Background: an optimization exercise with open tools, aiming at small area, a short achievable clock period and few clock cycles per item. Do not read the settings as production practice. The RTL was checked by simulation tests, not by an equivalence proof against the original design. Power figures rest on the tool's default switching activity, not on a simulated workload.

==> design.v <==
package acns_pkg;
   localparam int DIM_W     = 12;
   localparam int IDX_W     = 24;
   localparam int STAT_W    = 2;
   localparam int CSR_IDX_W = 3;
   localparam int FRAC_BITS = 16;
   localparam int POS_W     = 30;
   localparam logic [STAT_W-1:0] STATUS_OK      = 2'd0;
   localparam logic [STAT_W-1:0] STATUS_CLAMPED = 2'd1;
   localparam logic [STAT_W-1:0] STATUS_EMPTY   = 2'd2;
endpackage
module aspect_crop_nearest_scaler (
   input  logic                             clock,
   input  logic                             reset,
   input  logic                             req_valid,
   output logic                             req_ready,
   input  logic                             req_restart,
   output logic                             rsp_valid,
   input  logic                             rsp_ready,
   output logic [acns_pkg::DIM_W-1:0]       rsp_src_col,
   output logic [acns_pkg::DIM_W-1:0]       rsp_src_row,
   output logic [acns_pkg::DIM_W-1:0]       rsp_dst_col,
   output logic [acns_pkg::DIM_W-1:0]       rsp_dst_row,
   output logic [acns_pkg::IDX_W-1:0]       rsp_src_index,
   output logic [acns_pkg::IDX_W-1:0]       rsp_dst_index,
   output logic [acns_pkg::STAT_W-1:0]      rsp_status,
   output logic                             rsp_last,
   input  logic                             csr_wr_en,
   input  logic [acns_pkg::CSR_IDX_W-1:0]   csr_index,
   input  logic [acns_pkg::DIM_W-1:0]       csr_wdata
);
   localparam logic [29:0] BIAS    = 30'h0000_7FFF;
   localparam logic [29:0] POS_TOP = 30'h1000_0000;
   localparam logic [3:0] S_IDLE = 4'd0;
   localparam logic [3:0] S_M    = 4'd1;
   localparam logic [3:0] S_INIT = 4'd2;
   localparam logic [3:0] S_DIV  = 4'd3;
   localparam logic [3:0] S_FIN  = 4'd4;
   localparam logic [3:0] S_M2   = 4'd5;
   localparam logic [3:0] S_F1   = 4'd6;
   localparam logic [3:0] S_F1A  = 4'd7;
   logic [11:0] win_l, win_t, win_r, win_b, tw, th, sw_reg, sh_reg;
   logic        fixreq;
   logic        tok0_v, tok0_r, tok1_v, tok1_r;
   logic [3:0]  st;
   logic [4:0]  cnt;
   logic        wide;
   logic        ready, first;
   logic [29:0] pos_x, pos_y, origin_x;
   logic [31:0] qx, qy;           
   logic [1:0]  qa_hi;            
   logic [23:0] rem_x, rem_y, dlong;    
   logic [11:0] rem_a;
   logic        o_valid, o_colend, o_last;
   logic [11:0] o_src_col, o_src_row, o_col, o_row;
   logic [23:0] o_src_index, o_dst_index;
   logic [1:0]  o_status;
   always_ff @(posedge clock) begin
      if (reset) begin
         win_l  <= '0;
         win_t  <= '0;
         win_r  <= '0;
         win_b  <= '0;
         tw     <= '0;
         th     <= '0;
         sw_reg <= 12'd1;
         sh_reg <= 12'd1;
      end else if (csr_wr_en) begin
         case (csr_index)
            3'd0: win_l  <= csr_wdata;
            3'd1: win_t  <= csr_wdata;
            3'd2: win_r  <= csr_wdata;
            3'd3: win_b  <= csr_wdata;
            3'd4: tw     <= csr_wdata;
            3'd5: th     <= csr_wdata;
            3'd6: sw_reg <= csr_wdata;
            default: sh_reg <= csr_wdata;
         endcase
      end
   end
   logic [11:0] sw, sh, win_w, win_h;
   assign sw    = (sw_reg == '0) ? 12'd1 : sw_reg;
   assign sh    = (sh_reg == '0) ? 12'd1 : sh_reg;
   assign win_w = (win_r > win_l) ? win_r - win_l : '0;
   assign win_h = (win_b > win_t) ? win_b - win_t : '0;
   logic out_free, p_fire, acc, setup_go, tgt_ok;
   assign tgt_ok    = (tw != '0) && (th != '0);
   assign req_ready = !tok1_v;
   assign acc       = req_valid && !tok1_v;
   assign out_free  = !o_valid || rsp_ready;
   assign setup_go  = (st == S_IDLE) && !fixreq && tok0_v && tok0_r && tgt_ok;
   assign p_fire    = (st == S_IDLE) && !fixreq && tok0_v && !(tok0_r && tgt_ok) && out_free;
   always_ff @(posedge clock) begin
      if (reset) begin
         tok0_v <= 1'b0;
         tok1_v <= 1'b0;
      end else begin
         if (p_fire) begin
            if (tok1_v) begin
               tok0_v <= 1'b1;
               tok0_r <= tok1_r;
               tok1_v <= acc;
               tok1_r <= req_restart;
            end else begin
               tok0_v <= acc;
               tok0_r <= req_restart;
            end
         end else begin
            if (!tok0_v) begin
               tok0_v <= acc;
               tok0_r <= req_restart;
            end else if (!tok1_v) begin
               tok1_v <= acc;
               tok1_r <= req_restart;
            end
            if (st == S_FIN) tok0_r <= 1'b0;    
         end
      end
   end
   logic [13:0] nx, ny;
   logic [11:0] cx, cy, cur_col, cur_row;
   logic        kx, ky, ylo, yhi, fv, col_end, is_last;
   logic [31:0] sum_x, sum_y;
   logic [29:0] adv_x, adv_y;
   logic [23:0] base, u_next;
   logic        cyc;
   assign nx = pos_x[29:16];
   assign ny = pos_y[29:16];
   always_comb begin
      kx = 1'b0;
      cx = nx[11:0];
      if (nx[13]) begin
         kx = 1'b1;
         cx = '0;
      end else if (nx[12] || nx[11:0] >= sw) begin
         kx = 1'b1;
         cx = sw - 12'd1;
      end
   end
   assign ylo = ny[13];
   assign yhi = !ny[13] && (ny[12] || ny[11:0] >= sh);
   assign ky  = ylo || yhi;
   assign cy  = ylo ? 12'd0 : (yhi ? sh - 12'd1 : ny[11:0]);
   assign base = ylo ? 24'd0 : (yhi ? dlong : rem_y);
   assign fv      = ready && tgt_ok;
   assign cur_col = (first || o_colend) ? 12'd0 : o_col + 12'd1;
   assign cur_row = first ? 12'd0 : (o_colend ? o_row + 12'd1 : o_row);
   assign col_end = ({1'b0, cur_col} + 13'd1) >= {1'b0, tw};
   assign is_last = col_end && (({1'b0, cur_row} + 13'd1) >= {1'b0, th});
   assign sum_x = {{2{pos_x[29]}}, pos_x} + {2'b00, qx[29:0]};
   assign sum_y = {{2{pos_y[29]}}, pos_y} + {2'b00, qy[29:0]};
   assign adv_x = (!sum_x[31] && (|sum_x[30:28])) ? POS_TOP : sum_x[29:0];
   assign adv_y = (!sum_y[31] && (|sum_y[30:28])) ? POS_TOP : sum_y[29:0];
   assign cyc   = sum_y[16] ^ pos_y[16] ^ qy[16];
   assign u_next = rem_y + rem_x + (cyc ? {12'd0, sw} : 24'd0);
   logic [3:0]  bsel;
   logic        bx, by, bl;
   logic [23:0] max, may, mal;
   logic [11:0] mbx, mby, mbl;
   logic [11:0] div_a;
   logic [23:0] div_x, div_y;
   logic [24:0] ax, bxo, ay, byo, al, blo;
   logic        cix, ciy, cil;
   logic [25:0] rx, ry, rl;
   logic [12:0] ta, dx_a;
   logic        ga;
   assign bsel = 4'd11 - cnt[3:0];
   always_comb begin
      if (st == S_M) begin
         may = {12'd0, win_w};  mby = th;      
         max = {12'd0, win_h};  mbx = tw;      
         mal = {12'd0, tw};     mbl = th;      
      end else if (st == S_F1) begin
         may = {12'd0, win_w};  mby = th;
         max = {12'd0, win_h};  mbx = tw;
         mal = {12'd0, o_row};  mbl = tw;      
      end else begin
         may = {{10{pos_y[29]}}, pos_y[29:16]};  mby = sw;    
         max = {10'd0, qy[29:16]};               mbx = sw;    
         mal = {12'd0, sh - 12'd1};              mbl = sw;    
      end
   end
   assign bx = mbx[bsel];
   assign by = mby[bsel];
   assign bl = mbl[bsel];
   assign div_a = wide ? tw : th;
   assign div_x = wide ? {12'd0, tw - 12'd1} : dlong;
   assign div_y = wide ? dlong : {12'd0, th - 12'd1};
   always_comb begin
      if (st == S_DIV) begin
         ax = {rem_x, qx[31]};  bxo = ~{1'b0, div_x};  cix = 1'b1;
         ay = {rem_y, qy[31]};  byo = ~{1'b0, div_y};  ciy = 1'b1;
      end else begin
         ax = {rem_x, 1'b0};    bxo = bx ? {1'b0, max} : 25'd0;  cix = 1'b0;
         ay = {rem_y, 1'b0};    byo = by ? {1'b0, may} : 25'd0;  ciy = 1'b0;
      end
      if (st == S_INIT) begin
         al = {1'b0, dlong};    blo = ~{13'd0, (rem_y > rem_x) ? tw : th};  cil = 1'b1;
      end else if (st == S_F1A) begin
         al = {1'b0, dlong};    blo = {13'd0, o_col};  cil = 1'b0;
      end else begin
         al = {dlong, 1'b0};    blo = bl ? {1'b0, mal} : 25'd0;  cil = 1'b0;
      end
   end
   assign rx = {1'b0, ax} + {1'b0, bxo} + {25'd0, cix};
   assign ry = {1'b0, ay} + {1'b0, byo} + {25'd0, ciy};
   assign rl = {1'b0, al} + {1'b0, blo} + {25'd0, cil};
   assign ta   = {rem_a, qa_hi[1]};
   assign dx_a = ta - {1'b0, div_a};
   assign ga   = ta >= {1'b0, div_a};
   logic [12:0] s_der, sum_lr, sum_tb;
   logic [33:0] diff, half;
   logic [29:0] org_der, org_dx, org_dy;
   assign sum_lr = {1'b0, win_l} + {1'b0, win_r};
   assign sum_tb = {1'b0, win_t} + {1'b0, win_b};
   assign s_der  = wide ? sum_tb : sum_lr;
   assign diff   = {5'd0, s_der, 16'd0} - {2'b00, qa_hi, pos_x};
   assign half   = {diff[33], diff[33:1]};
   always_comb begin
      if (qa_hi[1] || ($signed(half) < -34'sd536870912)) begin
         org_der = 30'h2000_0000 | BIAS;
      end else begin
         org_der = half[29:0] + BIAS;
      end
   end
   assign org_dx = ((win_r > win_l) ? {2'b00, win_l, 16'd0} : {2'b00, sum_lr, 15'd0}) | BIAS;
   assign org_dy = ((win_b > win_t) ? {2'b00, win_t, 16'd0} : {2'b00, sum_tb, 15'd0}) | BIAS;
   always_ff @(posedge clock) begin
      if (reset) begin
         st      <= S_IDLE;
         ready   <= 1'b0;
         o_valid <= 1'b0;
         fixreq  <= 1'b0;
      end else begin
         case (st)
            S_IDLE: begin
               if (fixreq)        st <= S_F1;
               else if (setup_go) st <= S_M;
            end
            S_M:    if (cnt == 5'd11) st <= S_INIT;
            S_INIT: st <= S_DIV;
            S_DIV:  if (cnt == 5'd31) st <= S_FIN;
            S_FIN:  st <= S_M2;
            S_M2:   if (cnt == 5'd11) st <= S_IDLE;
            S_F1:   if (cnt == 5'd11) st <= S_F1A;
            S_F1A:  st <= S_M2;
            default: st <= S_IDLE;
         endcase
         if (csr_wr_en && ready && (csr_index == 3'd4 || csr_index == 3'd6 || csr_index == 3'd7)) begin
            fixreq <= 1'b1;
         end else if (st == S_IDLE) begin
            fixreq <= 1'b0;
         end
         if (st == S_FIN) begin
            ready <= 1'b1;
         end else if (p_fire && (!fv || is_last)) begin
            ready <= 1'b0;
         end
         if (p_fire) begin
            o_valid <= 1'b1;
         end else if (rsp_ready) begin
            o_valid <= 1'b0;
         end
      end
   end
   always_ff @(posedge clock) begin
      case (st)
         S_IDLE: cnt <= '0;
         S_INIT: cnt <= '0;
         S_FIN:  cnt <= '0;
         S_F1A:  cnt <= '0;
         default: cnt <= cnt + 5'd1;
      endcase
      case (st)
         S_M, S_M2: begin
            rem_x <= rx[23:0];
            rem_y <= ry[23:0];
            dlong <= rl[23:0];
         end
         S_F1: begin
            dlong <= rl[23:0];
         end
         S_INIT: begin
            wide  <= rem_y > rem_x;
            dlong <= rl[23:0];                  
            if (rem_y > rem_x) begin
               rem_a <= {4'd0, rem_y[23:16]};
               {qa_hi, pos_x} <= {rem_y[15:0], 16'd0};
               rem_x <= '0;
               qx    <= {4'd0, win_w, 16'd0};
               rem_y <= {16'd0, rem_y[23:16]};
               qy    <= {rem_y[15:0], 16'd0};
            end else begin
               rem_a <= {4'd0, rem_x[23:16]};
               {qa_hi, pos_x} <= {rem_x[15:0], 16'd0};
               rem_x <= {16'd0, rem_x[23:16]};
               qx    <= {rem_x[15:0], 16'd0};
               rem_y <= '0;
               qy    <= {4'd0, win_h, 16'd0};
            end
         end
         S_DIV: begin
            rem_x <= rx[25] ? rx[23:0] : ax[23:0];
            qx    <= {qx[30:0], rx[25]};
            rem_y <= ry[25] ? ry[23:0] : ay[23:0];
            qy    <= {qy[30:0], ry[25]};
            rem_a <= ga ? dx_a[11:0] : ta[11:0];
            {qa_hi, pos_x} <= {qa_hi[0], pos_x, ga};
         end
         S_FIN: begin
            rem_x    <= '0;
            rem_y    <= '0;
            dlong    <= '0;
            first    <= 1'b1;
            origin_x <= wide ? org_dx : org_der;
            pos_x    <= wide ? org_dx : org_der;
            pos_y    <= wide ? org_der : org_dy;
            qx       <= (tw > 12'd1) ? ((qx[31] | qx[30]) ? 32'h3FFF_FFFF : {2'b00, qx[29:0]}) : '0;
            qy       <= (th > 12'd1) ? ((qy[31] | qy[30]) ? 32'h3FFF_FFFF : {2'b00, qy[29:0]}) : '0;
         end
         S_F1A: begin
            rem_x <= '0;
            rem_y <= '0;
            dlong <= '0;
         end
         S_IDLE: begin
            if (fixreq || setup_go) begin
               rem_x <= '0;
               rem_y <= '0;
               dlong <= '0;
            end
            if (p_fire && fv && !is_last) begin
               first <= 1'b0;
               if (col_end) begin
                  pos_x <= origin_x;
                  pos_y <= adv_y;
                  rem_y <= u_next;
               end else begin
                  pos_x <= adv_x;
               end
            end
         end
         default: ;
      endcase
      if (st == S_F1A) begin
         o_dst_index <= rl[23:0];
      end else if (p_fire) begin
         if (!fv) begin
            o_src_col   <= '0;
            o_src_row   <= '0;
            o_col       <= '0;
            o_row       <= '0;
            o_src_index <= '0;
            o_dst_index <= '0;
            o_status    <= acns_pkg::STATUS_EMPTY;
            o_last      <= 1'b0;
            o_colend    <= 1'b0;
         end else begin
            o_src_col   <= cx;
            o_src_row   <= cy;
            o_col       <= cur_col;
            o_row       <= cur_row;
            o_src_index <= base + {12'd0, cx};
            o_dst_index <= first ? 24'd0 :
                           (o_colend ? o_dst_index - {12'd0, o_col} + {12'd0, tw}
                                     : o_dst_index + 24'd1);
            o_status    <= (kx || ky) ? acns_pkg::STATUS_CLAMPED : acns_pkg::STATUS_OK;
            o_last      <= is_last;
            o_colend    <= col_end;
         end
      end
   end
   assign rsp_valid     = o_valid;
   assign rsp_src_col   = o_src_col;
   assign rsp_src_row   = o_src_row;
   assign rsp_dst_col   = o_col;
   assign rsp_dst_row   = o_row;
   assign rsp_src_index = o_src_index;
   assign rsp_dst_index = o_dst_index;
   assign rsp_status    = o_status;
   assign rsp_last      = o_last;
endmodule
==> run.sh <==
#!/bin/bash
# synth_recipe.tcl (not shown) runs the flow's synth.tcl, then flattens the netlist and writes it again
# the make line also repeats each setting of config.mk as NAME=value (left out here)
make -C /OpenROAD-flow-scripts/flow DESIGN_CONFIG=/design/flow/config.mk WORK_HOME=/design/flow/orfs CLKGATE_MAP_FILE= SYNTH_SCRIPT=/design/flow/synth_recipe.tcl finish
==> config.mk <==
export PLATFORM = sky130hd
export DESIGN_NAME = aspect_crop_nearest_scaler
export DESIGN_NICKNAME = aspect_crop_nearest_scaler
export VERILOG_FILES = /design/flow/design.v
export SDC_FILE = /design/flow/constraint.sdc
export NUM_CORES = 4
export LEC_CHECK = 0
export CAP_MARGIN = 20
export CORE_MARGIN = 2
export CORE_UTILIZATION = 40
export SLEW_MARGIN = 20
==> constraint.sdc <==
create_clock -name core_clock -period 10.0 [get_ports {clock}]
set_input_delay 2.0000 -clock core_clock [delete_from_list [all_inputs] [get_ports {clock}]]
set_output_delay 2.0000 -clock core_clock [all_outputs]
set_load 0.01 [all_outputs]
==> metrics.md <==
| Metric | Value |
|---|---|
| Crit Path Class | flip-flop to flip-flop |
| Clock-pin slew of the registers on the worst-case setup and hold paths | 0.07 ns |
| Drt first pass iters | 8 |
| Synth warn | 1 |
| Avg Inst Size Synth | 8.20 um^2 |
| Clock Tree Buf Depth | 3 |
| IO buf count | 121 |
| Vias post-DR | 40500 |
| Ys async rst share | 0 |
| WL/cell | 25.5 um |
| Max cap viols | 0 |
| Htree depth | 2 |
| Fin. max-slew vios | 0 |
| Total global routing overflow | 0 |
| Num CTS Buffers | 56 |
| Post-synthesis sequential area ratio | 0.294 |
| Top Registers | qx (32), qy (32) |
| PwrDens | 236 nW/um^2 |
| Fill cells | 10400 |
| Syn nets | 5604 |
| Die W | 330 um |
| Initial Util | 0.404 |
| Leading cell type in the layout, fill and taps excluded | nand2_1 |
| Max Freq | 121 MHz |
| Ys flop type | edfxtp_1 |
| Distinct cells, synth | 102 |
| Final ANT Viol Nets | 0 |
| Core ar. | 105000 um^2 |
| Commonest non-fill, non-tap cells in the layout | nand2_1 (686), a21oi_1 (495), nor2_1 (386) |
| Startpoint types | flip-flop |
| Die Area | 109000 um^2 |
| Final hold slack | 0.464 ns |
| Slew of the pin with the lowest slew margin | 1.20 ns |
| Post-synthesis sequential element count | 453 |
| DRC viols | 0 |
| Number of I/O pins | 122 |
| CTS tree | yes |
| Final period util | 0.827 |
| Worst rel slew slack | 0.196 |
| Clk latency of the worst-skew pair | 0.68 ns |
| Vias per std cell | 6.15 |
| Nets | 5562 |
| Initial antenna violation count | 6 |
| Total track usage | 0.301 |
| Endpoints failing hold | 0 |
| Critical Path AT | 8.70 ns |
| Synthesized instance count | 5182 |
| Clock period minus worst slack | 8.27 ns |
| Resize count post-CTS | 0 |
| Largest net degree at the start of global routing | 73 |
| Vias in the first global route | 37500 |
| Number of setup buffers added after CTS | 0 |
| RSZ-0062 raised after global routing | false |
| First-pass GRT wire length | 246000 um |
| Gp weighted congestion | 1.01 |
| Setup Skew | 0.0344 ns |
| Worst EP required | 10.43 ns |
| Drt total wl | 168000 um |
| CTS Root Cell | clkbuf_16 |
| EDFF count, synth | 344 |
| Layout area overhead | 10.5% |
| Detailed placer's ending HPWL | 129000 um |
| Cell Area, Synth | 42500 um^2 |
| Row cnt | 119 |
| Outcome | timing/DRC/antenna clean |
| Worst hold path type | flip-flop to flip-flop |
| Static Leak | 18.6 nW |
| Final Core Density | 0.446 |
| DRT iter0 DRCs | 4897 |
| Final setup fails | 0 |
| Chip height | 330 um |
| Hold buffers post-CTS | 0 |
| Layout cells sized above 1 | 0.0590 |
| Crit Path Max Fanout | 52 |
| Peak supply drop | 165 uV |
| Worst setup EP type | flip-flop |
| Setup TNS after final layout | 0 ns |
| Sinks on Clock Net | 453 |
kinds of logic (layout without fill, tap and decap cells):
family	count (synthesis)	after routing	share of synthesized area
other cells	0	2	0
simple gates	1723	1723	0.188
mux	115	115	0.0316
fa+ha+maj	401	401	0.125
flops	453	453	0.294
compound gates	1545	1545	0.234
xor+xnor	347	347	0.0717
buf+inv	598	604	0.0552
path summary, 6_finish.rpt:
kind / start / to / slack (ns) / depth (start not counted)
max reg2reg: st[1]$_SDFFE_PP0P_ / rem_y[22]$_DFFE_PP_ / 1.73 / 22
max: st[1]$_SDFFE_PP0P_ / rem_y[22]$_DFFE_PP_ / 1.73 / 22
min reg2reg: sh_reg[6]$_SDFFE_PP0P_ / sh_reg[6]$_SDFFE_PP0P_ / 0.46 / 2
min: sh_reg[6]$_SDFFE_PP0P_ / sh_reg[6]$_SDFFE_PP0P_ / 0.46 / 2
metal layers:
layer | GRT usage | vias up | routed length, um
met2 | 0.462 | 2129 | 72400
met3 | 0.0614 | 394 | 17300
met4 | 0.135 | 2 | 8550
li1 | - | 18800 | -
met1 | 0.408 | 19200 | 69500
met5 | 0 | - | 130
where the power goes:
group / total (mW) / switching, mW / internal [mW]
Combinational: 5.63 / 3.54 / 2.10
Sequential: 3.21 / 0.631 / 2.58
Clock: 2.22 / 0.923 / 1.30
Total: 11.1 / 5.09 / 5.97
worst max-delay path: stages (launching register included):
cell	delay (ns)
dfxtp_1	0.80
or3b_2	0.67
and2_2	0.68
buf_4	0.59
mux4_2	0.57
mux4_2	0.47
a21oi_1	0.19
buf_4	0.23
nor2_1	0.07
a21oi_1	0.14
fa_1	0.21
inv_1	0.06
fa_1	0.39
nand2_1	0.10
a21oi_1	0.10
nor4_1	0.28
o21ai_0	0.28
a41o_1	0.34
a2111oi_0	0.68
nor2_1	0.21
a21o_1	0.24
a311o_1	0.36
a221o_1	0.32
synthesized netlist by cell type, drive strengths merged (109+ instances only):
master,instances,area (um^2)
inv,284,1070
a21o,121,908
nand3,125,631
ha,362,4530
edfxtp,344,10300
xnor2,219,1920
nor2,395,1490
a21oi,500,2500
nand2,687,2580
xor2,128,1130
o21ai,297,1490
dfxtp,109,2180
clkbuf,265,1000
cell type report:
| cell class | instances | area (um^2) | area share |
|---|---|---|---|
| tap | 1391 | 1740 | 0.0371 |
| antenna | 2 | 5.00 | 0.000107 |
| clock buffer | 73 | 1550 | 0.0330 |
| clock inverter | 33 | 414 | 0.00882 |
| multi-input combinational | 4131 | 27800 | 0.591 |
| sequential | 453 | 12500 | 0.266 |
| timing repair buffer | 210 | 1900 | 0.0404 |
| inverter | 288 | 1080 | 0.0231 |
stage by stage:
stage                     total power [mW]  area [um^2]  setup slack, ns  std cells
after global placement                8.64        45000             2.01       6472
after global routing                  11.7        47000             1.21       6579
after floorplan                       6.75        42500             3.12       5182
after CTS                             10.9        46900             1.89       6578
final                                 11.1        47000             1.73       6581
after detailed placement              8.69        45000             1.90       6472
Testbench counts, summed over its fixed seeds: cycles 68,397, items 54,757.

-- port drivers added, routing unchanged --
Ports are ideal in the flow. The routed layout listed here was re-timed in OpenROAD.
Step 1 assumes that a clkbuf_16 drives the clock port and a buf_2 every other input.
Step 2, shift: input delay + t, output delay - t, t = (earliest + latest rising clock arrival at the registers) / 2. This alone moves slack from input paths to output paths.
Three values: ideal, step 1, step 2; two values: the first two.
t (ns): 0.740
slack for setup (ns): 1.732 / 1.732 / 1.732
hold WS [ns]: 0.464 / 0.464 / 0.464
worst setup path after step 2: register to register
latest minus earliest clock arrival (ns): 0.035 / 0.035
After both steps this run still meets setup and hold. The setup slack of this run moves by 0.000 ns with the drivers and by 0.000 ns with both steps.
